This is an optimization exercise on Yosys and OpenROAD, whose aim is small area, a short achievable clock period and few clock cycles per item, not a production implementation.
Power figures rest on the tool's default switching activity, not on a simulated workload.

Setup of run A:
==> flow/design.v (excerpt) <==
module kmeans_pixel_assign_accumulate
#(
    parameter int NUM_CLUSTERS = kpa_pkg::NUM_CLUSTERS_DEF
) (
    input  logic                            clk,
    input  logic                            rst_n,
    input  logic                            pixels_valid,
    output logic                            pixels_ready,
    input  logic [kpa_pkg::PIXEL_W-1:0]     pixels_pixel,
    input  logic                            pixels_first_pixel,
    input  logic                            pixels_last_pixel,
    output logic                            results_valid,
    input  logic                            results_ready,
    output logic                            results_item_kind,
    output logic [kpa_pkg::CLUSTER_W-1:0]   results_cluster,
    output logic [kpa_pkg::SUM_W-1:0]       results_pixel_sum,
    output logic [kpa_pkg::COUNT_W-1:0]     results_pixel_count,
    output logic                            results_end_of_run,
    input  logic                            cfg_write,
    input  logic [kpa_pkg::CFG_INDEX_W-1:0] cfg_index,
    input  logic [kpa_pkg::CENTROID_W-1:0]  cfg_data
);
    localparam int D  = kpa_pkg::QUEUE_DEPTH;
    localparam int CN = $clog2(D + 1);
    logic                              cfg_we_reg;
    logic [kpa_pkg::CFG_INDEX_W-1:0]   cfg_idx_reg;
    logic [kpa_pkg::CENTROID_W-1:0]    cfg_dat_reg;
    always_ff @(posedge clk or negedge rst_n)
    begin
        if (!rst_n)
        begin
            cfg_we_reg <= 1'b0;
        end
        else
        begin
            cfg_we_reg <= cfg_write && (cfg_index < 3'd6);
        end
    end
    always_ff @(posedge clk)
    begin
        cfg_idx_reg <= cfg_index;
        cfg_dat_reg <= cfg_data;
    end
    logic                        in_valid_reg;
    logic [kpa_pkg::PIXEL_W-1:0] in_pixel_reg;
    logic                        in_first_reg;
    logic                        in_last_reg;
    logic                        ready_reg;
    logic                        accept;
    assign pixels_ready = ready_reg;
    assign accept       = pixels_valid && ready_reg;
    always_ff @(posedge clk)
    begin
        in_pixel_reg <= pixels_pixel;
        in_first_reg <= pixels_first_pixel;
        in_last_reg  <= pixels_last_pixel;
    end
  ...
For scale: ~2700 cells after synthesis, ~640 flip-flops, ~90 I/O pins, about 0.031 mm² of cells after synthesis.
==> flow/config.mk <==
export PLATFORM = sky130hd
export DESIGN_NAME = kmeans_pixel_assign_accumulate
export DESIGN_NICKNAME = kmeans_pixel_assign_accumulate
export VERILOG_FILES = /design/flow/design.v
export SDC_FILE = /design/flow/constraint.sdc
export NUM_CORES = 4
export LEC_CHECK = 0
export CAP_MARGIN = 20
export CORE_MARGIN = 2
export CORE_UTILIZATION = 60
export PLACE_DENSITY = 0.72
export SLEW_MARGIN = 20
==> flow/constraint.sdc <==
create_clock -name core_clock -period 11.0 [get_ports {clk}]
set_input_delay 2.2000 -clock core_clock [delete_from_list [all_inputs] [get_ports {clk}]]
set_output_delay 2.2000 -clock core_clock [all_outputs]
set_load 0.01 [all_outputs]
standard.sh (not shown) runs the stock make flow with config.mk's settings and CLKGATE_MAP_FILE= SYNTH_SCRIPT=/design/flow/synth_recipe.tcl, a recipe that flattens the netlist after the stock synthesis.
==> flow/flow/run.sh <==
#!/bin/bash
set -euo pipefail
bash standard.sh SETUP_SLACK_MARGIN=7.9 "BUFFER_PORTS_ARGS=-buffer_cell sky130_fd_sc_hd__buf_2" finish > orfs_make.log 2>&1
Having completed the whole flow, run A delivered a layout that passed the timing, design-rule and antenna checks.
Relative to run A, the following input files were edited for run B:
==> flow/flow/run.sh <==
#!/bin/bash
set -euo pipefail
bash standard.sh SETUP_SLACK_MARGIN=7.7 "BUFFER_PORTS_ARGS=-buffer_cell sky130_fd_sc_hd__buf_2" finish > orfs_make.log 2>&1
--- a/flow/config.mk
+++ b/flow/config.mk
@@ -9,4 +9,6 @@
 export CORE_MARGIN = 2
 export CORE_UTILIZATION = 60
+export CTS_BUF_LIST = sky130_fd_sc_hd__clkbuf_8
+export CTS_CLUSTER_SIZE = 20
 export PLACE_DENSITY = 0.72
 export SLEW_MARGIN = 20
### Flow results
Run B finished all stages; the layout is clean.
| internal power summed over all cells | run B vs run A | better |
In run B the combinational logic power turned out about 17% lower than in run A.
Summary of run B over run A: total buffers and inverters traversed by the critical path has decreased; slack of the critical path has decreased; fraction of power consumed by combinational cells has decreased.
The following lists how run C was set up differently from run B:
==> flow/flow/run.sh <==
#!/bin/bash
set -euo pipefail
bash standard.sh SETUP_SLACK_MARGIN=7.6 "BUFFER_PORTS_ARGS=-buffer_cell sky130_fd_sc_hd__buf_2" finish > orfs_make.log 2>&1
--- a/flow/config.mk
+++ b/flow/config.mk
@@ -9,6 +9,4 @@
 export CORE_MARGIN = 2
 export CORE_UTILIZATION = 60
-export CTS_BUF_LIST = sky130_fd_sc_hd__clkbuf_8
-export CTS_CLUSTER_SIZE = 20
 export PLACE_DENSITY = 0.72
 export SLEW_MARGIN = 20
### Flow results
Run B reports its cell at the slowest stage of the critical path as dfstp_2 while run C reports nor4_1. Compared with run B, count of placed standard cells in the final layout, fillers left out in run C decreased slightly. Delta (run C minus run B): cell area rose about 1.1%, relative contribution of combinational cells to total power went down.
No functional check of the RTL was part of any run of this note.

-- what the ideal ports hide --
Ports are ideal in the flow. The routed layouts listed here were re-timed in OpenROAD. Step 1 assumes that a clkbuf_16 drives the clock port and a buf_2 every other input. Step 2 also shifts input and output timing later by t, the mid clock arrival at the registers, as if the neighbouring blocks saw the same clock. a / b / c = no drivers / after step 1 / after step 2; a / b = the first two.
run | t (ns) | setup slack, ns | slew at the worst register clock pin (ns) | worst slew at a driven data input, ns | cell pins on the clock port's net
run A | 0.681 | 7.367 / 7.367 / 7.298 | 0.07 / 0.07 | 0.07 | 1
run B | 0.758 | 7.000 / 7.000 / 7.000 | 0.07 / 0.07 | 0.07 | 1
run C | 0.665 | 7.297 / 7.297 / 7.127 | 0.07 / 0.07 | 0.04 | 1
After both steps every run listed still meets setup and hold. For run C, which loses most, drivers alone change the setup slack by 0.000 ns; drivers and shift together by -0.170 ns.
